From an optimization exercise on the open Yosys and OpenROAD flow, aimed at small area; shortcuts taken in it are not production practice.
Only simulation tests tie the RTL to the original design; equivalence was not proved.
Power figures rest on the tool's default switching activity, not on a simulated workload.

Setup of exp/fjord:
Design regfile_mp_sb, start of the top module:
module regfile_mp_sb #(
  parameter int DATA_W   = regfile_pkg::DEF_DATA_W,
  parameter int NREGS    = regfile_pkg::DEF_NREGS,
  parameter int NRD      = regfile_pkg::DEF_NRD,
  parameter int NWR      = regfile_pkg::DEF_NWR,
  parameter int ZERO_REG = 1,
  parameter int AW       = $clog2(NREGS)
) (
  input  logic                  clk,
  input  logic                  rst_n,
  input  logic [NWR-1:0]        wb_en,
  input  logic [NWR*AW-1:0]     wb_idx,
  input  logic [NWR*DATA_W-1:0] wb_data,
  input  logic [NRD*AW-1:0]     rd_idx,
  output logic [NRD*DATA_W-1:0] rd_data,
  output logic [NRD-1:0]        rd_busy,
  input  logic                  claim_en,
  input  logic [AW-1:0]         claim_idx,
  output logic                  claim_ready,
  input  logic                  flush
);
  logic [NREGS-1:1] hit0, hit1, sel0, sel1, hold, claim_dec;
  always_comb begin
    for (int k = 1; k < NREGS; k++) begin
      hit0[k]      = wb_en[0] && (wb_idx[0*AW +: AW] == AW'(k));
      hit1[k]      = wb_en[1] && (wb_idx[1*AW +: AW] == AW'(k));
      claim_dec[k] = (claim_idx == AW'(k));
    end
  ...
For scale: roughly 44000 sq um of cells after synthesis.
clock: 6.0 ns
lec_check: 0
cap_margin: 20
core_margin: 2
core_utilization: 35
cts_buf_list: sky130_fd_sc_hd__clkbuf_4
cts_cluster_diameter: 40
cts_cluster_size: 7
place_density: 0.6
setup_slack_margin: 0.2
slew_margin: 20
synth_hierarchical: 1
synth_minimum_keep_size: 0
standard.sh (not shown) runs the stock make flow with config.mk's settings and CLKGATE_MAP_FILE= SYNTH_SCRIPT=/design/flow/synth_recipe.tcl, a recipe that flattens the netlist after the stock synthesis.
==> flow/flow/run.sh <==
#!/bin/bash
# The standard layout (standard.sh) with a few options changed through
# ORFS's own variables:
#  * port buffers are the smallest buffer (buf_1) instead of a 4-stage delay
#    buffer;
#  * clock tree synthesis inserts no dummy loads and uses clkbuf_4 only;
#  * the largest buffers, inverters and gates (drive 8 and up, the 2x/4x
#    XOR/XNOR and the 4x NAND/NOR/AND/OR) are added to the don't-use list,
#    so the resizer drives the high-fanout select and data nets with small
#    gates and buffers.
# Everything else (synthesis script, floorplan, power grid, taps, routing) is
# the standard flow. Its output goes to standard.log; ORFS keeps each step's
# log under orfs/logs/.
set -euo pipefail
export BUFFER_PORTS_ARGS="-buffer_cell sky130_fd_sc_hd__buf_1"
export CTS_ARGS="-sink_clustering_enable -repair_clock_nets -dont_use_dummy_load -sink_clustering_size 7 -sink_clustering_max_diameter 40 -buf_list {sky130_fd_sc_hd__clkbuf_4}"
# The platform's own list, then the extra cells.
platform="probe_p_8 probec_p_8 lpflow_bleeder_1
  lpflow_clkbufkapwr_1 lpflow_clkbufkapwr_16 lpflow_clkbufkapwr_2 lpflow_clkbufkapwr_4 lpflow_clkbufkapwr_8
  lpflow_clkinvkapwr_1 lpflow_clkinvkapwr_16 lpflow_clkinvkapwr_2 lpflow_clkinvkapwr_4 lpflow_clkinvkapwr_8
  lpflow_decapkapwr_12 lpflow_decapkapwr_3 lpflow_decapkapwr_4 lpflow_decapkapwr_6 lpflow_decapkapwr_8
  lpflow_inputiso0n_1 lpflow_inputiso0p_1 lpflow_inputiso1n_1 lpflow_inputiso1p_1 lpflow_inputisolatch_1
  lpflow_isobufsrc_1 lpflow_isobufsrc_16 lpflow_isobufsrc_2 lpflow_isobufsrc_4 lpflow_isobufsrc_8
  lpflow_isobufsrckapwr_16 lpflow_lsbuf_lh_hl_isowell_tap_1 lpflow_lsbuf_lh_hl_isowell_tap_2
  lpflow_lsbuf_lh_hl_isowell_tap_4 lpflow_lsbuf_lh_isowell_4 lpflow_lsbuf_lh_isowell_tap_1
  lpflow_lsbuf_lh_isowell_tap_2 lpflow_lsbuf_lh_isowell_tap_4"
extra="buf_8 buf_12 buf_16 bufbuf_8 bufbuf_16 bufinv_8 bufinv_16 clkbuf_16 clkinv_8 clkinv_16
  ebufn_8 einvn_8 einvp_8 inv_8 inv_12 inv_16 mux2_8 nand2_8 nor2_8 xor2_4 xnor2_4
  xor2_2 xnor2_2 nor2_4 nand2_4 nor3_4 nand3_4 and3_4 or3_4 and2_4 or2_4"
dont_use=""
for c in $platform $extra; do dont_use="$dont_use sky130_fd_sc_hd__$c"; done
bash standard.sh "DONT_USE_CELLS=${dont_use# }" finish > standard.log 2>&1
Changes in exp/yarrow relative to exp/fjord:
-- flow/flow/run.sh --
<<< exp/fjord, line 6
#  * clock tree synthesis inserts no dummy loads and uses clkbuf_4 only;
#  * the largest buffers, inverters and gates (drive 8 and up, the 2x/4x
#    XOR/XNOR and the 4x NAND/NOR/AND/OR) are added to the don't-use list,
#    so the resizer drives the high-fanout select and data nets with small
#    gates and buffers.
# Everything else (synthesis script, floorplan, power grid, taps, routing) is
>>> exp/yarrow, line 6
#  * clock tree synthesis inserts no dummy loads and uses clkbuf_4 only;
#  * the largest buffers, inverters and gates (drive 8 and up, and the
#    4x XOR/XNOR) are added to the don't-use list, so the resizer builds
#    trees of small buffers for the high-fanout select and data nets.
# Everything else (synthesis script, floorplan, power grid, taps, routing) is
<<< exp/fjord, line 27
extra="buf_8 buf_12 buf_16 bufbuf_8 bufbuf_16 bufinv_8 bufinv_16 clkbuf_16 clkinv_8 clkinv_16
  ebufn_8 einvn_8 einvp_8 inv_8 inv_12 inv_16 mux2_8 nand2_8 nor2_8 xor2_4 xnor2_4
  xor2_2 xnor2_2 nor2_4 nand2_4 nor3_4 nand3_4 and3_4 or3_4 and2_4 or2_4"
dont_use=""
>>> exp/yarrow, line 26
extra="buf_8 buf_12 buf_16 bufbuf_8 bufbuf_16 bufinv_8 bufinv_16 clkbuf_16 clkinv_8 clkinv_16
  ebufn_8 einvn_8 einvp_8 inv_8 inv_12 inv_16 mux2_8 nand2_8 nor2_8 xor2_4 xnor2_4"
dont_use=""
[summary]
Summary of exp/yarrow over exp/fjord: via count of the first global-routing pass went up about 1.4%; pin slew with the least headroom to its limit went down 53 ps; core utilization went up 0.65 points; clock network fraction of design power held; synthesized cell count held.
Between exp/yarrow and exp/fjord, the number of vias per cell after detailed routing is lower for exp/fjord.
Area fraction in and, or, nand and nor cells after synthesis delta (exp/yarrow -> exp/fjord): insignificant
Number of fill cells (exp/yarrow vs. exp/fjord) decreases slightly
exp/fjord has a lower final instance area than exp/yarrow.
[inputs] exp/garnet vs exp/yarrow
Settings: changing CTS_CLUSTER_DIAMETER from 40 to 45; changing CTS_CLUSTER_SIZE from 7 to 9; changing PLACE_DENSITY from 0.6 to 0.68.
-- flow/flow/run.sh --
<<< exp/yarrow, line 6
#  * clock tree synthesis inserts no dummy loads and uses clkbuf_4 only;
#  * the largest buffers, inverters and gates (drive 8 and up, and the
#    4x XOR/XNOR) are added to the don't-use list, so the resizer builds
#    trees of small buffers for the high-fanout select and data nets.
# Everything else (synthesis script, floorplan, power grid, taps, routing) is
>>> exp/garnet, line 6
#  * clock tree synthesis inserts no dummy loads and uses clkbuf_4 only;
#  * the largest buffers, inverters and gates (drive 8 and up, the 2x/4x
#    XOR/XNOR and the 4x NAND/NOR/AND/OR) are added to the don't-use list,
#    so the resizer drives the high-fanout select and data nets with small
#    gates and buffers.
# Everything else (synthesis script, floorplan, power grid, taps, routing) is
<<< exp/yarrow, line 14
export BUFFER_PORTS_ARGS="-buffer_cell sky130_fd_sc_hd__buf_1"
export CTS_ARGS="-sink_clustering_enable -repair_clock_nets -dont_use_dummy_load -sink_clustering_size 7 -sink_clustering_max_diameter 40 -buf_list {sky130_fd_sc_hd__clkbuf_4}"
# The platform's own list, then the extra cells.
>>> exp/garnet, line 15
export BUFFER_PORTS_ARGS="-buffer_cell sky130_fd_sc_hd__buf_1"
export CTS_ARGS="-sink_clustering_enable -repair_clock_nets -dont_use_dummy_load -sink_clustering_size 9 -sink_clustering_max_diameter 45 -buf_list {sky130_fd_sc_hd__clkbuf_4}"
# The platform's own list, then the extra cells.
<<< exp/yarrow, line 26
extra="buf_8 buf_12 buf_16 bufbuf_8 bufbuf_16 bufinv_8 bufinv_16 clkbuf_16 clkinv_8 clkinv_16
  ebufn_8 einvn_8 einvp_8 inv_8 inv_12 inv_16 mux2_8 nand2_8 nor2_8 xor2_4 xnor2_4"
dont_use=""
>>> exp/garnet, line 27
extra="buf_8 buf_12 buf_16 bufbuf_8 bufbuf_16 bufinv_8 bufinv_16 clkbuf_16 clkinv_8 clkinv_16
  ebufn_8 einvn_8 einvp_8 inv_8 inv_12 inv_16 mux2_8 nand2_8 nor2_8 xor2_4 xnor2_4
  xor2_2 xnor2_2 nor2_4 nand2_4 nor3_4 nand3_4 and3_4 or3_4 and2_4 or2_4"
dont_use=""
### Flow results
- The flow did not stop early for exp/garnet: all stages ran, and the layout cleared the timing, DRC and antenna checks.
- exp/yarrow has a lower count of placed standard cells in the final layout, fillers left out than exp/garnet.
- Number of inverters outside the clock class in the layout: exp/yarrow vs exp/garnet identical
- Clock edge transition at the registers on the reported setup and hold paths is lower on exp/yarrow
- Relative area change from synthesis to final layout: lower on exp/garnet
- The destination of the critical timing path comes out rd_data[58] in one run and rd_data[23] in the other, namely in exp/yarrow and exp/garnet respectively.
- Going from exp/yarrow to exp/garnet, cell area moved down; worst hold slack went up.
- The higher logic depth of the worst setup path including buffers of exp/yarrow and exp/garnet is in exp/garnet.
- Summary of exp/garnet over exp/yarrow: slew at the pin with the worst max-slew slack now sits higher; end-of-flow core utilization went down.
- exp/garnet -> exp/yarrow: vertical die dimension flat
- exp/garnet ended with more non-clock buffer count than exp/yarrow.
The inputs of exp/violet differ from those of exp/garnet as listed below.
Settings: CTS_CLUSTER_DIAMETER changed from 45 to 50; CTS_CLUSTER_SIZE changed from 9 to 14; PLACE_DENSITY changed from 0.68 to 0.6; CTS_BUF_LIST changed from sky130_fd_sc_hd__clkbuf_4 to sky130_fd_sc_hd__clkbuf_8.
-- flow/flow/run.sh --
<<< exp/garnet, line 5
#    buffer;
#  * clock tree synthesis inserts no dummy loads and uses clkbuf_4 only;
#  * the largest buffers, inverters and gates (drive 8 and up, the 2x/4x
#    XOR/XNOR and the 4x NAND/NOR/AND/OR) are added to the don't-use list,
#    so the resizer drives the high-fanout select and data nets with small
#    gates and buffers.
# Everything else (synthesis script, floorplan, power grid, taps, routing) is
>>> exp/violet, line 5
#    buffer;
#  * clock tree synthesis inserts no dummy loads and uses clkbuf_8 only;
#  * the largest buffers, inverters and gates (drive 8 and up, and the
#    4x XOR/XNOR) are added to the don't-use list, so the resizer builds
#    trees of small buffers for the high-fanout select and data nets.
# Everything else (synthesis script, floorplan, power grid, taps, routing) is
<<< exp/garnet, line 15
export BUFFER_PORTS_ARGS="-buffer_cell sky130_fd_sc_hd__buf_1"
export CTS_ARGS="-sink_clustering_enable -repair_clock_nets -dont_use_dummy_load -sink_clustering_size 9 -sink_clustering_max_diameter 45 -buf_list {sky130_fd_sc_hd__clkbuf_4}"
# The platform's own list, then the extra cells.
>>> exp/violet, line 14
export BUFFER_PORTS_ARGS="-buffer_cell sky130_fd_sc_hd__buf_1"
export CTS_ARGS="-sink_clustering_enable -repair_clock_nets -dont_use_dummy_load -sink_clustering_size 14 -sink_clustering_max_diameter 50 -buf_list {sky130_fd_sc_hd__clkbuf_8}"
# The platform's own list, then the extra cells.
<<< exp/garnet, line 27
extra="buf_8 buf_12 buf_16 bufbuf_8 bufbuf_16 bufinv_8 bufinv_16 clkbuf_16 clkinv_8 clkinv_16
  ebufn_8 einvn_8 einvp_8 inv_8 inv_12 inv_16 mux2_8 nand2_8 nor2_8 xor2_4 xnor2_4
  xor2_2 xnor2_2 nor2_4 nand2_4 nor3_4 nand3_4 and3_4 or3_4 and2_4 or2_4"
dont_use=""
>>> exp/violet, line 26
extra="buf_8 buf_12 buf_16 bufbuf_8 bufbuf_16 bufinv_8 bufinv_16 clkbuf_16 clkinv_8 clkinv_16
  ebufn_8 einvn_8 einvp_8 inv_8 inv_12 inv_16 mux2_8 nand2_8 nor2_8 xor2_4 xnor2_4"
dont_use=""
Findings:
Summary of exp/violet over exp/garnet: design area rose by 870 sq um, sum of routed wire length over all layers rose by about 1.7%, count of clock-buffer cells in the layout fell by 33. Diff exp/violet..exp/garnet | initial core utilization | negligible. | non-clock buffer area fraction after layout | exp/violet vs exp/garnet | 0.83 points lower |. Growth of design area from synthesis to finish on exp/violet is up relative to exp/garnet. Against exp/garnet as the reference, exp/violet delivers a lower sequential share of layout area. In terms of cell count after placement, exp/violet and exp/garnet differ only marginally.

-- afterwards: timing with drivers on the ports --
How much do the figures lean on ideal ports? The routed layouts below were timed once more, with nothing changed but the port constraints. Step 1 (the two cells are an assumption about what drives the block):
set clk [get_ports {clk}]
set_driving_cell -lib_cell sky130_fd_sc_hd__clkbuf_16 $clk
set_driving_cell -lib_cell sky130_fd_sc_hd__buf_2 [delete_from_list [all_inputs] $clk]
Step 2 adds t to the input delays and takes it off the output delays; t is the mean of the earliest and latest rising clock arrival at the registers after step 1. Input paths then give back, and output paths get back, about the clock's delay inside the block. Slacks: ideal / step 1 / step 2; pairs: ideal / step 1.
| run | t (ns) | setup WS [ns] | worst hold slack (ns) | cell pins on the clock port's net |
|---|---|---|---|---|
| exp/fjord | 1.252 | 0.061 / 0.019 / 0.019 | 0.123 / 0.079 / 0.485 | 1 |
| exp/yarrow | 1.282 | 0.105 / 0.079 / 0.079 | 0.038 / -0.013 / 0.485 | 1 |
| exp/garnet | 1.220 | 0.125 / 0.071 / 0.071 | 0.211 / 0.162 / 0.487 | 1 |
| exp/violet | 0.896 | 0.092 / 0.060 / 0.060 | 0.403 / 0.351 / 0.485 | 1 |
After both steps setup and hold are still met in every run listed. The setup slack of exp/garnet, which loses most, moves by -0.054 ns with the drivers and by -0.054 ns with both steps.
